This is an optimization exercise on Yosys and OpenROAD, whose aim is small area, a short achievable clock period and few clock cycles, not a production implementation. In this exercise RTL edits were held to simulation tests only and were not proved equivalent to the original. Power is estimated from default activity; no workload was simulated.

## flow/design.v (module list and top-level ports; edited modules follow where they fit)
// module matmul_sequencer: 1241 lines
module matmul_sequencer (
  input  logic       clk,
  input  logic       rst,
  input  logic       rx_valid,
  input  logic [7:0] rx_data,
  output logic [7:0] tx_data,
  output logic       tx_valid,
  input  logic       tx_ready,
  output logic       busy,
  output logic       done,
  output logic       err
);
  // ...
==> flow/flow/run.sh <==
#!/bin/bash
set -euo pipefail
bash standard.sh SETUP_SLACK_MARGIN=7.5 CTS_CLUSTER_SIZE=30 CTS_CLUSTER_DIAMETER=90 finish > standard.log 2>&1
==> flow/standard.sh <==
#!/bin/bash
# synth_recipe.tcl (not shown) runs the flow's synth.tcl, then flattens the netlist and writes it again
# the make line also repeats each setting of config.mk as NAME=value (left out here)
make -C /OpenROAD-flow-scripts/flow DESIGN_CONFIG=/design/flow/config.mk WORK_HOME=/design/flow/orfs CLKGATE_MAP_FILE= SYNTH_SCRIPT=/design/flow/synth_recipe.tcl "${@:-finish}"
==> flow/config.mk <==
export PLATFORM = sky130hd
export DESIGN_NAME = matmul_sequencer
export DESIGN_NICKNAME = matmul_sequencer
export VERILOG_FILES = /design/flow/design.v
export SDC_FILE = /design/flow/constraint.sdc
export NUM_CORES = 4
export LEC_CHECK = 0
export CAP_MARGIN = 20
export CORE_MARGIN = 2
export CORE_UTILIZATION = 40
export PLACE_DENSITY = 0.6
export SLEW_MARGIN = 20
==> flow/constraint.sdc <==
create_clock -name core_clock -period 11.0 [get_ports {clk}]
set_input_delay 2.2000 -clock core_clock [delete_from_list [all_inputs] [get_ports {clk}]]
set_output_delay 2.2000 -clock core_clock [all_outputs]
set_load 0.01 [all_outputs]
==> metrics.md, run 1 <==
| Metric | Value |
|---|---|
| Primary FF master, synth | `dfxtp_1` |
| Rows | `127` |
| Die width | `352.8 um` |
| Root buffer cell | `clkbuf_16` |
| Rel. slew slack | `34.50%` |
| Max clock buf depth | `3` |
| # clock sinks | `1319` |
| Reg2reg setup slack | `7.39 ns` |
| Min Tclk post-route | `3.608 ns` |
| Post-Synth XOR/XNOR Area | `6.619%` |
| Top-count cell post-synth | `dfxtp_1` |
| Initial antenna violation count | `1` |
| P_int | `8.169 mW` |
| PD cells | `234.0 nW/um^2` |
| Synth Area in Simple Gates | `5.434%` |
| Num CTS Buffers | `53` |
| Top-area cell type share of the netlist area | `48.00%` |
| Yosys cell types | `79` |
| Status | `timing/DRC/antenna clean` |
| Grt met2 use | `30.98%` |
| Number of clock buffers in the layout | `67` |
| PostCTS Resize Cnt | `201` |
| Largest family of logic cells by synthesized area | `adder cells` |
| Routed met3 length | `9071 um` |
| Pre-antenna DRT Iters | `7` |
| Most common cell after layout, fill and taps aside | `dfxtp_1` |
| Worst Reg-to-Reg Cells | `11` |
| Setup violations, final | `0` |
| HPWL after DPL | `76650 um` |
| Crit path top cell by count | `fa_1` |
| Area of the multi-input gates | `19560 sq um` |
| Dominant class by area | `registers` |
| Fin Setup TNS | `0 ns` |
| Non-clk invs | `271` |
| Max cap viols | `0` |
| NonClk Buf Share | `3.629%` |
| Vias in the first global route | `29530` |
| Leakage | `21.22 nW` |
| Reg area | `27700 sq um` |
| Crit-path slowest cell | `edfxtp_1` |
Testbench counts, summed over its fixed seeds: cycles 26,589.
==> inputs of run 2 (changes only) <==
==> flow/flow/run.sh (replaced) <==
#!/bin/bash
set -euo pipefail
bash standard.sh SETUP_SLACK_MARGIN=7.5 CTS_CLUSTER_SIZE=30 CTS_CLUSTER_DIAMETER=70 finish > standard.log 2>&1
==> run 2 against run 1 <==
Against the previous run: die area unchanged; sequential cell count unchanged; sequential share of layout area down 1.1 points; critical endpoint unchanged; critical path depth unchanged; power up 5.6%; via count up 1.3%; still clean; first-iteration DRC count up 17%; utilization up 0.95 points; critical path type unchanged; non-clock buffer count up 17; clock skew down 0.0071 ns; worst hold slack worse by 0.012 ns; maximum frequency up 1.3%.
==> metrics.md, run 2 <==
| Metric | Value |
|---|---|
| Number of vias per cell | `5.200` |
| Commonest cells post-synth | `dfxtp_1 (1167), nand2_1 (313), inv_1 (270)` |
| Fin Setup TNS | `0 ns (unchanged)` |
| Rows | `127 (unchanged)` |
| DRC viols | `0` |
| Die height | `352.8 um` |
| I/O Pins | `24` |
| Setup violations, final | `0 (unchanged)` |
| # nets final | `4319` |
| HPWL after DPL | `76650 um (unchanged)` |
| Dpl ws | `5.427 ns` |
| GRT Total Usage | `19.91%` |
| PortBufs | `23` |
| Pre-antenna DRT Iters | `6 (-1)` |
| DR WL/cell | `22.39 um` |
| Post-synthesis cell area | `48680 sq um` |
| WS Path Type | `reg2reg` |
| Yosys cell types | `79 (unchanged)` |
| Area leader, netlist | `dfxtp_1` |
| Layout cell share with drive strength beyond 1 | `15.91%` |
| Pin count of the biggest net entering global routing | `65` |
| Async SR Flop Fraction | `4.246%` |
| Die width | `352.8 um (unchanged)` |
| CTS clk-pin slew, worst paths | `0.11 ns` |
| Critical path peak fanout | `3` |
| Total wire length | `126600 um` |
| CTS tree | `built` |
| Status | `timing/DRC/antenna clean` |
| VDD IR max | `0.2072 mV` |
| Syn Nets | `4302` |
| Post-synth EDFFs | `96` |
| Number of warnings issued by yosys | `6` |
| Synth top area cells | `dfxtp_1 (48%), fa_1 (9.3%), edfxtp_1 (5.9%), xnor2_1 (4.4%), a22oi_1 (4.0%)` |
| Register area share after synthesis | `56.80%` |
| Global route overflow | `0` |
| Primary FF master, synth | `dfxtp_1` |
| Core Region | `120300 sq um` |
| Max Fclk | `280.8 MHz` |
| Num CTS Buffers | `68 (+28%)` |
| Max cap viols | `0 (unchanged)` |
| Worst-Margin Slew | `1.019 ns` |
| Vias in the first global route | `29750 (+0.76%)` |
| Root buffer cell | `clkbuf_16` |
| Worst skew pair latency | `0.69 ns` |
| Clock Skews | `0.04434 ns` |
| Starting Density | `40.47%` |
| Synth Instances | `3981` |
| Fin. max-slew vios | `0` |
| Leakage | `21.75 nW (+2.5%)` |
| Unrepaired setup endpoints after global routing | `yes` |
| CTS Hold Bufs | `0` |
| PD cells | `242.0 nW/um^2 (+3.4%)` |
| Post-route setup slack | `7.439 ns` |
| Worst Hold Class | `reg2reg` |
| N_diodes | `0` |
| Final worst path period share | `32.37%` |
| Rel. slew slack | `31.77% (-2.7 points)` |
| WP data arrival | `4.19 ns` |
| RD Place Congestion | `0.8630` |
| Syn-to-layout area delta | `12.92%` |
| FILL cells | `10870` |
| Total number of vias | `29400` |
| Biggest regs | `ar (512), cr (512), cut_q (95)` |
| CP required | `11.63 ns` |
| Global-route wire length before repair | `188400 um` |
| Top-area cell type share of the netlist area | `48.00% (unchanged)` |
| # clock sinks | `1319 (unchanged)` |
| ANT nets after route | `0` |
| H-tree Lvls | `3` |
| Die ar. | `124500 sq um` |
| CP Launch Type | `flip-flop` |
| Crit. End Element | `flip-flop` |
| Hold Fails Final Rpt | `0` |
| Syn_area_per_cell | `12.23 sq um` |
| Top-count cell post-synth | `dfxtp_1` |
| Number of synthesized register bits | `1319` |
| Max clock buf depth | `3 (unchanged)` |
| Most common cell after layout, fill and taps aside | `dfxtp_1` |
| Commonest cells after routing, fill and taps aside | `dfxtp_1 (1151), nand2_1 (313), inv_1 (264)` |
| Min Tclk post-route | `3.561 ns (-0.04645 ns)` |
| Util after Layout | `45.70%` |
| Iter 0 DRT Violations | `2853` |
| Initial antenna violation count | `1 (unchanged)` |
-- run 2: cell counts after synthesis --
No cell type changed its count.
-- run 2: through the flow --
step / cell area (sq um) / instances / power, mW / hold WS, ns
2_1_floorplan: 48950 / 3981 / 8.778 / 0.3096
3_3_place_gp: 50550 / 5422 / 10.02 / 0.3096
3_5_place_dp: 50550 / 5422 / 10.11 / 0.3121
4_1_cts: 54220 / 5618 / 13.28 / 0.3168
5_1_grt: 54970 / 5653 / 14.27 / 0.3051
6_report: 54970 / 5653 / 13.30 / 0.3149
-- run 2: worst paths after layout --
check                      startpoint         to  slack (ns)  cells past startpoint
max                          hw_q[25]  cut_q[88]        7.44                     11
min                         ar[13][8]  ar[14][8]        0.31                      0
max reg2reg                  hw_q[25]  cut_q[88]        7.44                     11
min reg2reg                 ar[13][8]  ar[14][8]        0.31                      0
max in group asynchronous         rst    tj_q[0]        8.32                      3
min in group asynchronous         rst   tfinal_q        2.10                      3
-- run 2: cell type report --
type	instances	area, sq um	share of cell area, %
clock buffers	77	1757	3.196
clock inverters	36	654.4	1.191
inverters	271	1025	1.864
multi-input cells	2138	19690	35.82
flip-flops and latches	1319	27700	50.39
well taps	1612	2017	3.669
repair buffers	200	2123	3.863
-- run 2: what timing repair did --
item,4_1_cts,5_1_grt
hold endpoints to repair,0,0
pin swaps,38,53
buffers inserted,76,29
gates cloned,7,6
resized for setup,194,102
setup endpoints to repair,227,98
-- run 2: where the power goes --
group	total, mW	leakage, nW	internal, mW	switching (mW)
combinational	4.99	9.32	2.19	2.80
clock	3.05	1.17	1.33	1.72
sequential	5.25	11.3	5.08	0.175
-- run 2: logic make-up (layout without fill, tap and decap cells) --
family | after synthesis | count (layout) | share of synthesized area (%)
simple gates | 571 | 575 | 5.434
xor+xnor | 367 | 367 | 6.619
mux | 235 | 235 | 6.066
flops | 1319 | 1319 | 56.80
compound gates | 652 | 652 | 9.467
buf+inv | 528 | 584 | 4.187
fa+ha+maj | 309 | 309 | 11.43
-- run 2: critical path: stages (launching register included) --
cell      delay [ns]
edfxtp_1        0.48
buf_4           0.18
buf_6           0.11
a22oi_2         0.13
xnor2_1         0.11
fa_1            0.50
inv_2           0.05
fa_1            0.55
inv_2           0.04
fa_1            0.47
fa_2            0.36
fa_2            0.52
-- run 2: routing by layer --
metal | share of wire (%) | GRT usage, %
met1 | 44 | 27.60
met2 | 45 | 31.18
met3 | 6.7 | 3.251
met5 | 0 | 0
met4 | 3.9 | 7.735
==> inputs of run 3 (changes only) <==
==> flow/flow/run.sh (replaced) <==
#!/bin/bash
set -euo pipefail
bash standard.sh SETUP_SLACK_MARGIN=7.8 CTS_CLUSTER_SIZE=25 CTS_CLUSTER_DIAMETER=70 finish > standard.log 2>&1
==> run 3 against run 2 <==
Against the previous run: non-clock buffer count rose by 66; clock skew decreased by 0.021 ns; design area increased by 2.7%; largest cell class unchanged.
==> metrics.md, run 3 <==
| Metric | Value |
|---|---|
| Status | `timing/DRC/antenna clean` |
| RR Startpoint | `hw_q[27]` |
| Setup violations, final | `0 (unchanged)` |
| Crit-path slowest cell | `fa_2` |
| CP required | `11.61 ns (-0.02 ns)` |
| Post-synth EDFFs | `96 (unchanged)` |
| Util after Layout | `46.94% (+1.2 points)` |
| Initial antenna violation count | `0 (-1)` |
| M1 GR Usage | `28.04% (+0.44 points)` |
| H-tree Lvls | `3 (unchanged)` |
| Crit. End Element | `flip-flop` |
| CP Launch Type | `flip-flop` |
| RD Place Congestion | `0.8411 (-2.5%)` |
| Rows | `127 (unchanged)` |
| Hold Path Origin | `ar[5][0]` |
| Synth top area cells | `dfxtp_1 (48%), fa_1 (9.3%), edfxtp_1 (5.9%), xnor2_1 (4.4%), a22oi_1 (4.0%)` |
| Number of warnings issued by yosys | `6 (unchanged)` |
| Layout cell share with drive strength beyond 1 | `20.89% (+5.0 points)` |
| # clock sinks | `1319 (unchanged)` |
| Core Region | `120300 sq um (unchanged)` |
| Critical path peak fanout | `2 (-1)` |
| Die width | `352.8 um (unchanged)` |
| Clock Skews | `0.02371 ns (-0.02063 ns)` |
| Syn Nets | `4302 (unchanged)` |
| Yosys cell types | `79 (unchanged)` |
| Pin count of the biggest net entering global routing | `65 (unchanged)` |
| Primary FF master, synth | `dfxtp_1` |
| Most common cell after layout, fill and taps aside | `dfxtp_1` |
| Syn_area_per_cell | `12.23 sq um (unchanged)` |
| Iter 0 DRT Violations | `2809 (-1.5%)` |
| Final worst path period share | `31.59% (-0.78 points)` |
| PD cells | `237.2 nW/um^2 (-2.0%)` |
| Worst hold path depth | `0 (unchanged)` |
| Biggest regs | `ar (512), cr (512), cut_q (95)` |
| Grt met2 use | `31.85% (+0.67 points)` |
| Reg2reg setup slack | `7.52 ns (+0.09 ns)` |
| Number of synthesized register bits | `1319 (unchanged)` |
| Unrepaired setup endpoints after global routing | `yes` |
| Num CTS Buffers | `71 (+4.4%)` |
| CTS clk-pin slew, worst paths | `0.10 ns (about the same)` |
| Max cap viols | `0 (unchanged)` |
| ANT nets after route | `0 (unchanged)` |
| Async SR Flop Fraction | `4.246% (unchanged)` |
| Worst Reg-to-Reg Cells | `10 (-1)` |
| Die ar. | `124500 sq um (unchanged)` |
| Met3 Resource Use GR | `4.295% (+1.0 points)` |
| Worst Hold Class | `reg2reg` |
| Post-synthesis cell area | `48680 sq um (unchanged)` |
| Max Fclk | `287.7 MHz (+2.5%)` |
| Crit path top cell by count | `fa_2` |
| Synth Instances | `3981 (unchanged)` |
| HPWL after DPL | `77130 um (+0.63%)` |
| Commonest cells post-synth | `dfxtp_1 (1167), nand2_1 (313), inv_1 (270)` |
| CP peak stage delay | `0.52 ns (-0.03 ns)` |
| Starting Density | `40.47% (unchanged)` |
| # nets final | `4389 (+1.6%)` |
| R2R Path End | `cut_q[85]` |
| Vias in the first global route | `29890 (+0.47%)` |
| Hold endpoint | `ar[6][0]` |
| CTS tree | `built` |
| Hold Fails Final Rpt | `0 (unchanged)` |
| Register area share after synthesis | `56.80% (unchanged)` |
| Syn-to-layout area delta | `16.00%` |
| Root buffer cell | `clkbuf_16` |
| GRT Total Usage | `20.44% (+0.53 points)` |
| Worst-Margin Slew | `0.9760 ns (-0.04281 ns)` |
| Pre-antenna DRT Iters | `6 (unchanged)` |
| Rel. slew slack | `33.07% (+1.3 points)` |
| Total wire length | `129800 um (+2.5%)` |
| Global-route wire length before repair | `192400 um (+2.1%)` |
| Commonest cells after routing, fill and taps aside | `dfxtp_1 (1145), nand2_1 (307), inv_1 (248)` |
| Fin Setup TNS | `0 ns (unchanged)` |
| Final instance area | `56470 sq um (+2.7%)` |
| Leakage | `22.23 nW (+2.2%)` |
| GRT busiest layer | `met2` |
| Die height | `352.8 um (unchanged)` |
| VDD IR max | `0.2542 mV (+23%)` |
| Global route overflow | `0 (unchanged)` |
| Min Tclk post-route | `3.475 ns (-0.08577 ns)` |
| Max clock buf depth | `3 (unchanged)` |
| Worst skew pair latency | `0.68 ns (about the same)` |
| Total number of vias | `29620 (+0.76%)` |
| Fin. max-slew vios | `0 (unchanged)` |
| Placed cell areas | `50730 sq um (+0.35%)` |
| WS Path Type | `reg2reg` |
| I/O Pins | `24 (unchanged)` |
| Worst path cell trace | `buf_6 -> buf_6 -> a22oi_2 -> xor2_1 -> fa_2 -> fa_1 -> inv_2 -> fa_2 -> fa_2 -> fa_2` |
| DR WL/cell | `22.69 um (+1.3%)` |
| Number of vias per cell | `5.178 (-0.42%)` |
| DRC viols | `0 (unchanged)` |
| WP data arrival | `4.08 ns (-0.11 ns)` |
| Top-area cell type share of the netlist area | `48.00% (unchanged)` |
| PortBufs | `23 (unchanged)` |
| Top-count cell post-synth | `dfxtp_1` |
| Area leader, netlist | `dfxtp_1` |
-- run 3: routing by layer --
| metal | vias to the layer above | routed length, um |
|---|---|---|
| met5 | - | 0 |
| met4 | 0 | 4777 |
| met3 | 264 | 9396 |
| met2 | 1078 | 58440 |
| met1 | 14740 | 57200 |
| li1 | 13540 | - |
-- run 3: stage by stage --
stage | setup WS (ns) | hold slack (ns) | instances | total power, mW
after global routing | 7.433 | 0.3155 | 5719 | 14.30
final | 7.525 | 0.3129 | 5720 | 13.39
after floorplan | 6.923 | 0.3096 | 3981 | 8.831
after global placement | 5.430 | 0.3095 | 5423 | 9.938
after CTS | 7.542 | 0.3197 | 5660 | 13.29
after detailed placement | 5.433 | 0.3121 | 5423 | 10.07
-- run 3: power breakdown --
group          switching, mW  total, mW  internal, mW  leakage [nW]
Sequential             0.170       5.25          5.08          11.3
Clock                   1.62       2.96          1.34          1.11
Combinational           2.88       5.18          2.30          9.85
-- run 3: worst max-delay path by stage --
stage	start	to	slack, ns	depth (start not counted)
after CTS	busy_q	busy	7.54	1
after global placement	rx_valid	st_q[1]	5.43	9
after global routing	hw_q[5]	cut_q[94]	7.43	13
final	hw_q[27]	cut_q[85]	7.52	10
after floorplan	rx_valid	ck_q[1]	6.92	9
after detailed placement	rx_valid	st_q[1]	5.43	9
-- run 3: final cells by class --
| class | instances | area (sq um) |
|---|---|---|
| fill | 10750 | 63820 |
| clock inverter | 23 | 326.6 |
| multi-input combinational | 2139 | 20480 |
| antenna | 1 | 2.502 |
| inverter | 271 | 1027 |
| clock buffer | 89 | 1959 |
| timing repair buffer | 266 | 2948 |
| sequential | 1319 | 27700 |
| tap | 1612 | 2017 |
-- run 3: cell families (layout without fill, tap and decap cells) --
logic type / Yosys count / after routing / share of synthesized area (%)
fa+ha+maj: 309 / 309 / 11.43
flops: 1319 / 1319 / 56.80
other cells: 0 / 1 / 0
xor+xnor: 367 / 367 / 6.619
buf+inv: 528 / 649 / 4.187
simple gates: 571 / 575 / 5.434
mux: 235 / 236 / 6.066
compound gates: 652 / 652 / 9.467
-- run 3: critical path, delay by kind of cell, from the launching register on --
family,cells,cell delay (ns)
AOI/OAI and AO/OA,1,0.19
adders and majority gates,5,2.26
xor gates and xnor gates,1,0.20
DFF,1,0.44
buffers and inverters,3,0.31
-- run 3: timing repair --
item / 4_1_cts / 5_1_grt
endpoints found under the setup margin: 282 / 187
setup buffers: 114 / 55
hold buffers: 0 / 0
pin swaps: 107 / 113
gates resized for setup: 329 / 180
gates cloned: 11 / 4
==> inputs of run 4 (changes only) <==
==> flow/flow/run.sh (replaced) <==
#!/bin/bash
set -euo pipefail
bash standard.sh SETUP_SLACK_MARGIN=7.5 CTS_CLUSTER_SIZE=25 CTS_CLUSTER_DIAMETER=70 finish > standard.log 2>&1
==> run 4 against run 3 <==
Against the previous run: still clean on timing, DRC and antenna; final cell count shrank 1.3%; via count down 1.4%; clock power up 5%; clock skew rose by 0.024 ns; synthesized cell count is the same; critical path type unchanged.
==> metrics.md, run 4 <==
| Metric | Value |
|---|---|
| Die width | `352.8 um (unchanged)` |
| Iter 0 DRT Violations | `2635 (-6.2%)` |
| HPWL after DPL | `76650 um (-0.62%)` |
| Most common cell after layout, fill and taps aside | `dfxtp_1` |
| # nets final | `4310 (-1.8%)` |
| Global route overflow | `0 (unchanged)` |
| PortBufs | `23 (unchanged)` |
| Status | `timing/DRC/antenna clean` |
| RD Place Congestion | `0.8630 (+2.6%)` |
| Layout cell share with drive strength beyond 1 | `15.32% (-5.6 points)` |
| Core Region | `120300 sq um (unchanged)` |
| Die height | `352.8 um (unchanged)` |
| Total wire length | `125700 um (-3.2%)` |
| Crit. End Element | `flip-flop` |
| WS Path Type | `reg2reg` |
| Total number of vias | `29200 (-1.4%)` |
| Clock Skews | `0.04772 ns (+0.02400 ns)` |
| CTS tree | `built` |
| Global-route wire length before repair | `188500 um (-2.0%)` |
| Min Tclk post-route | `3.517 ns (+0.04181 ns)` |
| GRT Total Usage | `19.92% (-0.52 points)` |
| Starting Density | `40.47% (unchanged)` |
| H-tree Lvls | `3 (unchanged)` |
| Dpl ws | `5.427 ns (-0.005910 ns)` |
| Placed cell count | `5422 (-0.018%)` |
| Max Fclk | `284.3 MHz (-1.2%)` |
| Pin count of the biggest net entering global routing | `65 (unchanged)` |
| Critical path peak fanout | `5 (+3)` |
| Synth top area cells | `dfxtp_1 (48%), fa_1 (9.3%), edfxtp_1 (5.9%), xnor2_1 (4.4%), a22oi_1 (4.0%)` |
| Hold Fails Final Rpt | `0 (unchanged)` |
| Syn-to-layout area delta | `12.57%` |
| Biggest regs | `ar (512), cr (512), cut_q (95)` |
| Vias in the first global route | `29770 (-0.40%)` |
| Root buffer cell | `clkbuf_16` |
| Unrepaired setup endpoints after global routing | `yes` |
| Fin Setup TNS | `0 ns (unchanged)` |
| Syn_area_per_cell | `12.23 sq um (unchanged)` |
| Crit path top cell by count | `fa_2` |
| Post-synthesis cell area | `48680 sq um (unchanged)` |
| Syn Nets | `4302 (unchanged)` |
| ANT nets after route | `0 (unchanged)` |
| # clock sinks | `1319 (unchanged)` |
| Fin. max-slew vios | `0 (unchanged)` |
| Worst-Margin Slew | `0.9713 ns (-0.004665 ns)` |
| Worst Hold Class | `reg2reg` |
| Synth Instances | `3981 (unchanged)` |
| Die ar. | `124500 sq um (unchanged)` |
| Worst skew pair latency | `0.70 ns (+0.02 ns)` |
| Async SR Flop Fraction | `4.246% (unchanged)` |
| CP Launch Type | `flip-flop` |
| CP peak stage delay | `0.53 ns (about the same)` |
| Number of vias per cell | `5.171 (-0.13%)` |
| Post-synth EDFFs | `96 (unchanged)` |
| Max cap viols | `0 (unchanged)` |
| Post-route setup slack | `7.483 ns (-0.04181 ns)` |
| CTS Hold Bufs | `0 (unchanged)` |
| Worst path cell trace | `buf_6 -> a22oi_2 -> xor2_1 -> fa_2 -> fa_1 -> inv_2 -> fa_2 -> fa_2 -> fa_1` |
| CTS clk-pin slew, worst paths | `0.10 ns (about the same)` |
| DRC viols | `0 (unchanged)` |
| Top-count cell post-synth | `dfxtp_1` |
| Commonest cells post-synth | `dfxtp_1 (1167), nand2_1 (313), inv_1 (270)` |
| Leakage | `21.66 nW (-2.6%)` |
| Number of warnings issued by yosys | `6 (unchanged)` |
| Setup violations, final | `0 (unchanged)` |
| Rows | `127 (unchanged)` |
| VDD IR max | `0.2064 mV (-19%)` |
| Register area share after synthesis | `56.80% (unchanged)` |
| Commonest cells after routing, fill and taps aside | `dfxtp_1 (1150), nand2_1 (313), inv_1 (263)` |
| Pre-antenna DRT Iters | `6 (unchanged)` |
| Area leader, netlist | `dfxtp_1` |
| Number of synthesized register bits | `1319 (unchanged)` |
| Crit-path slowest cell | `edfxtp_1` |
| I/O Pins | `24 (unchanged)` |
| Top-area cell type share of the netlist area | `48.00% (unchanged)` |
| Initial antenna violation count | `2 (+2)` |
| CP required | `11.57 ns (-0.04 ns)` |
| WP data arrival | `4.08 ns (about the same)` |
| Final Power | `13.32 mW (-0.52%)` |
| Util after Layout | `45.55% (-1.4 points)` |
| Rel. slew slack | `34.95% (+1.9 points)` |
| Yosys cell types | `79 (unchanged)` |
| Num CTS Buffers | `74 (+4.2%)` |
| PD cells | `243.2 nW/um^2 (+2.5%)` |
| Primary FF master, synth | `dfxtp_1` |
| Final worst path period share | `31.97% (+0.38 points)` |
| N_diodes | `0 (-1)` |
| Non-filler cells, final | `5647 (-1.3%)` |
| DR WL/cell | `22.26 um (-1.9%)` |
| Max clock buf depth | `3 (unchanged)` |
-- run 4: final timing paths --
check	endpoint	slack [ns]	depth (start not counted)	from
worst min-delay path	ar[14][23]	0.32	0	ar[13][23]
max in group asynchronous	tj_q[1]	8.30	3	rst
worst max register to register	cut_q[85]	7.48	9	hw_q[25]
min in group asynchronous	st_q[0]	2.12	3	rst
worst max-delay path	cut_q[85]	7.48	9	hw_q[25]
worst min register to register	ar[14][23]	0.32	0	ar[13][23]
-- run 4: kinds of logic after synthesis --
group	Yosys count	synth area share (%)
and+or+nand+nor	571	5.434
DFF	1319	56.80
adders and majority gates	309	11.43
muxes	235	6.066
AOI/OAI and AO/OA	652	9.467
xor gates and xnor gates	367	6.619
buffers and inverters	528	4.187
-- run 4: area by class of cell --
cell class	count	area [sq um]
Fill cell	10890	65490
Tap cell	1612	2017
Timing Repair Buffer	186	1983
Inverter	271	1025
Clock inverter	33	510.5
Clock buffer	89	1982
Multi-Input combinational cell	2137	19580
Sequential cell	1319	27700
-- run 4: power by group --
part           leakage [nW]  internal [mW]  total, mW  switching, mW
Sequential             11.3           5.08       5.25          0.173
Combinational          9.20           2.17       4.95           2.79
Clock                  1.19           1.43       3.12           1.68
Total                  21.7           8.68       13.3           4.64
-- run 4: critical path: cells and delay by family (launching register included) --
| family | cells | cell delay (ns) |
|---|---|---|
| adders and majority gates | 5 | 2.27 |
| DFF | 1 | 0.53 |
| xor gates and xnor gates | 1 | 0.23 |
| buffers and inverters | 2 | 0.23 |
| AOI/OAI and AO/OA | 1 | 0.15 |
-- run 4: timing repair --
| item | CTS | global route |
|---|---|---|
| endpoints found under the setup margin | 227 | 100 |
| pin swaps | 31 | 43 |
| resized for setup | 184 | 84 |
| cloned | 7 | 2 |
| setup buffers | 71 | 23 |
-- run 4: metrics by stage --
step	instance area (sq um)	hold WS (ns)
after floorplan	48950	0.3096
after global placement	50550	0.3096
after detailed placement	50550	0.3121
after CTS	54300	0.3168
after global routing	54800	0.3282
final	54800	0.3167
-- run 4: routing by layer --
layer	vias to the layer above	track usage (%)	share of wire [%]
li1	13370	-	-
met1	14540	27.75	45
met2	1023	30.90	44
met3	265	3.354	7.0
met4	4	7.897	4.0
met5	-	0	0.018
==> inputs of run 5 (changes only) <==
==> flow/flow/run.sh (replaced) <==
#!/bin/bash
set -euo pipefail
bash standard.sh SETUP_SLACK_MARGIN=7.65 CTS_CLUSTER_SIZE=25 CTS_CLUSTER_DIAMETER=70 finish > standard.log 2>&1
==> run 5 against run 4 <==
Against the previous run: synthesized cell count unchanged; clock skew down 0.013 ns; wire length down 2.4%; sequential share of layout area up 0.35 points; die area unchanged; critical path depth down 1; critical path type unchanged.
==> metrics.md, run 5 <==
| Metric | Value |
|---|---|
| Non-filler cells, final | `5608 (-0.69%)` |
| Commonest cells post-synth | `dfxtp_1 (1167), nand2_1 (313), inv_1 (270)` |
| Register area share after synthesis | `56.80% (unchanged)` |
| PortBufs | `23 (unchanged)` |
| GRT Total Usage | `19.34% (-0.58 points)` |
| Top-count cell post-synth | `dfxtp_1` |
| # nets final | `4284 (-0.60%)` |
| H-tree Lvls | `3 (unchanged)` |
| Root buffer cell | `clkbuf_16` |
| Top-area cell type share of the netlist area | `48.00% (unchanged)` |
| CP required | `11.60 ns (+0.03 ns)` |
| Global-route wire length before repair | `184000 um (-2.4%)` |
| Number of synthesized register bits | `1319 (unchanged)` |
| Starting Density | `40.47% (unchanged)` |
| WS Path Type | `reg2reg` |
| Area of the multi-input gates | `19830 sq um (+1.3%)` |
| Min Tclk post-route | `3.521 ns (+0.004050 ns)` |
| Layout cell share with drive strength beyond 1 | `15.59% (+0.27 points)` |
| Number of vias per cell | `5.147 (-0.48%)` |
| Synth Instances | `3981 (unchanged)` |
| Pin count of the biggest net entering global routing | `65 (unchanged)` |
| Async SR Flop Fraction | `4.246% (unchanged)` |
| Iter 0 DRT Violations | `2452 (-6.9%)` |
| Logic gate share of total power | `37.4% (+0.2 points)` |
| HPWL after DPL | `76950 um (+0.40%)` |
| Setup violations, final | `0 (unchanged)` |
| Status | `timing/DRC/antenna clean` |
| Pre-antenna DRT Iters | `6 (unchanged)` |
| I/O Pins | `24 (unchanged)` |
| RD Place Congestion | `0.8491 (-1.6%)` |
| Number of warnings issued by yosys | `6 (unchanged)` |
| Commonest cells after routing, fill and taps aside | `dfxtp_1 (1145), nand2_1 (311), inv_1 (258)` |
| Total wire length | `122700 um (-2.4%)` |
| Worst path cell trace | `buf_6 -> a22oi_2 -> xnor2_2 -> fa_1 -> fa_1 -> fa_1 -> fa_2 -> fa_2` |
| CP peak stage delay | `0.59 ns (+0.06 ns)` |
| DR WL/cell | `21.88 um (-1.7%)` |
| Crit path top cell by count | `fa_1` |
| Sw Ratio | `34.64% (-0.21 points)` |
| CP top delay family | `adder cells` |
| Reg2reg setup slack | `7.48 ns (about the same)` |
| Switch Pwr | `4.459 mW (-4.0%)` |
| Max Fclk | `284.0 MHz (-0.12%)` |
| Worst Hold Class | `reg2reg` |
| Syn Nets | `4302 (unchanged)` |
| CTS clk-pin slew, worst paths | `0.10 ns (about the same)` |
| Syn_area_per_cell | `12.23 sq um (unchanged)` |
| Reg area | `27700 sq um (about the same)` |
| FILL cells | `10990 (+0.87%)` |
| Syn-to-layout area delta | `11.80%` |
| PD cells | `236.6 nW/um^2 (-2.7%)` |
| Worst skew pair latency | `0.67 ns (-0.03 ns)` |
| Initial antenna violation count | `0 (-2)` |
| ANT nets after route | `0 (unchanged)` |
| N_diodes | `0 (unchanged)` |
| CTS Hold Bufs | `0 (unchanged)` |
| Hold WS | `0.3164 ns (-0.0003020 ns)` |
| Worst-Margin Slew | `0.9647 ns (-0.006607 ns)` |
| Crit-path slowest cell | `fa_1` |
| VDD IR max | `0.1823 mV (-12%)` |
| Yosys cell types | `79 (unchanged)` |
| Rows | `127 (unchanged)` |
| Max cap viols | `0 (unchanged)` |
| Fin Setup TNS | `0 ns (unchanged)` |
| Placed cell count | `5419 (-0.055%)` |
| Critical path buffers and inverters | `1 (-1)` |
| CP Launch Type | `flip-flop` |
| Biggest regs | `ar (512), cr (512), cut_q (95)` |
| Final worst path period share | `32.01% (+0.037 points)` |
| Synth top area cells | `dfxtp_1 (48%), fa_1 (9.3%), edfxtp_1 (5.9%), xnor2_1 (4.4%), a22oi_1 (4.0%)` |
| Leakage | `21.36 nW (-1.4%)` |
| Core Region | `120300 sq um (unchanged)` |
| Fin. max-slew vios | `0 (unchanged)` |
| Post-synth EDFFs | `96 (unchanged)` |
| WP data arrival | `4.12 ns (+0.04 ns)` |
| Rel. slew slack | `35.45% (+0.50 points)` |
| P_int | `8.414 mW (-3.1%)` |
| Global route overflow | `0 (unchanged)` |
| Die ar. | `124500 sq um (unchanged)` |
| CTS tree | `built` |
| Vias in the first global route | `29130 (-2.1%)` |
| Die height | `352.8 um (unchanged)` |
| DRC viols | `0 (unchanged)` |
| Crit. End Element | `flip-flop` |
| Total number of vias | `28860 (-1.2%)` |
| Most common cell after layout, fill and taps aside | `dfxtp_1` |
| Die width | `352.8 um (unchanged)` |
| Placed cell areas | `50620 sq um (+0.13%)` |
| Max clock buf depth | `3 (unchanged)` |
| Primary FF master, synth | `dfxtp_1` |
| Final instance area | `54420 sq um (-0.68%)` |
| Final Power | `12.87 mW (-3.4%)` |
| Hold Fails Final Rpt | `0 (unchanged)` |
| Unrepaired setup endpoints after global routing | `yes` |
| # clock sinks | `1319 (unchanged)` |
| Critical path peak fanout | `4 (-1)` |
| Reg power frac | `40.9% (+1.5 points)` |
| Num CTS Buffers | `67 (-9.5%)` |
| Clock Skews | `0.03510 ns (-0.01262 ns)` |
| Clock share of power | `21.6% (-1.8 points)` |
| Post-synthesis cell area | `48680 sq um (unchanged)` |
| Area leader, netlist | `dfxtp_1` |
==> run 5: final timing paths <==
kind	from	end	cells past startpoint
worst max register to register	hw_q[27]	cut_q[91]	8
worst max-delay path	hw_q[27]	cut_q[91]	8
worst min-delay path	ar[1][11]	ar[2][11]	0
max in group asynchronous	rst	busy_q	3
worst min register to register	ar[1][11]	ar[2][11]	0
min in group asynchronous	rst	st_q[1]	3
==> run 5: cells by family (layout without fill, tap and decap cells) <==
| family | Yosys count | after routing | synth area share (%) |
|---|---|---|---|
| adders and majority gates | 309 | 309 | 11.43 |
| AOI/OAI and AO/OA | 652 | 652 | 9.467 |
| buffers and inverters | 528 | 539 | 4.187 |
| muxes | 235 | 235 | 6.066 |
| DFF | 1319 | 1319 | 56.80 |
| and+or+nand+nor | 571 | 575 | 5.434 |
| xor gates and xnor gates | 367 | 367 | 6.619 |
==> run 5: cell type report <==
cell class | count | share of cell area, %
clock buffer | 84 | 3.276
clock inverter | 18 | 0.5495
inverter | 271 | 1.883
multi-input combinational | 2138 | 36.44
sequential | 1319 | 50.90
tap | 1612 | 3.706
timing repair buffer | 166 | 3.237
==> run 5: worst register-to-register path, stage by stage (launching register included) <==
cell,delay [ns]
edfxtp_1,0.54
buf_6,0.19
a22oi_2,0.18
xnor2_2,0.09
fa_1,0.59
fa_1,0.45
fa_1,0.48
fa_2,0.37
fa_2,0.55
==> run 5: through the flow <==
| step | utilization (%) | worst slack (ns) |
|---|---|---|
| finish | 45.24 | 7.479 |
| detailed placement | 42.08 | 5.445 |
| global route | 45.24 | 7.379 |
| floorplan | - | 6.923 |
| CTS | 44.77 | 7.496 |
| global placement | 42.08 | 5.494 |
==> run 5: what timing repair did <==
action	CTS	global route
cloned	5	3
resized for setup	207	94
pin swaps	36	55
setup endpoints to repair	251	116
setup buffers	63	16
==> run 5: power by group through the flow <==
| stage | registers (mW) | clock network (mW) | logic [mW] |
|---|---|---|---|
| 6_report | 5.27 | 2.79 | 4.82 |
| 5_1_grt | 5.28 | 3.03 | 5.53 |
| 4_1_cts | 5.26 | 2.86 | 4.81 |
| 3_5_place_dp | 5.40 | 0 | 4.65 |
| 3_3_place_gp | 5.40 | 0 | 4.51 |
| 2_1_floorplan | 5.23 | 0 | 3.58 |
==> run 5: layer usage <==
metal / wire (um) / GRT usage (%)
met1: 55540 / 26.68
met2: 55170 / 30.56
met3: 7216 / 2.915
met4: 4686 / 7.530
met5: 113 / 0.6415

## re-timing with driven ports
The results above use ideal ports. As a check the final layouts listed here were re-extracted and re-timed, cells and wires unchanged. Step 1 (the two cells are an assumption about what drives the block):
set clk [get_ports {clk}]
set_driving_cell -lib_cell sky130_fd_sc_hd__clkbuf_16 $clk
set_driving_cell -lib_cell sky130_fd_sc_hd__buf_2 [delete_from_list [all_inputs] $clk]
Step 2 moves the port delays by t, midway between the first and last clock arrival at a register: inputs arrive t later, outputs are due t later. That takes back most of the time a late clock gives input paths. Three values: no drivers, after step 1, after step 2; two values: the first two.
run | t, ns | slack for setup (ns) | cell pins on the clock port's net
run 1 | 0.740 | 7.392 / 7.392 / 6.855 | 1
run 2 | 0.739 | 7.439 / 7.439 / 6.869 | 1
run 3 | 0.739 | 7.525 / 7.506 / 7.017 | 1
run 4 | 0.741 | 7.483 / 7.483 / 6.862 | 1
run 5 | 0.732 | 7.479 / 7.479 / 6.979 | 1
After both steps every run listed still meets setup and hold. For run 4, which loses most, drivers alone change the setup slack by 0.000 ns; drivers and shift together by -0.621 ns.
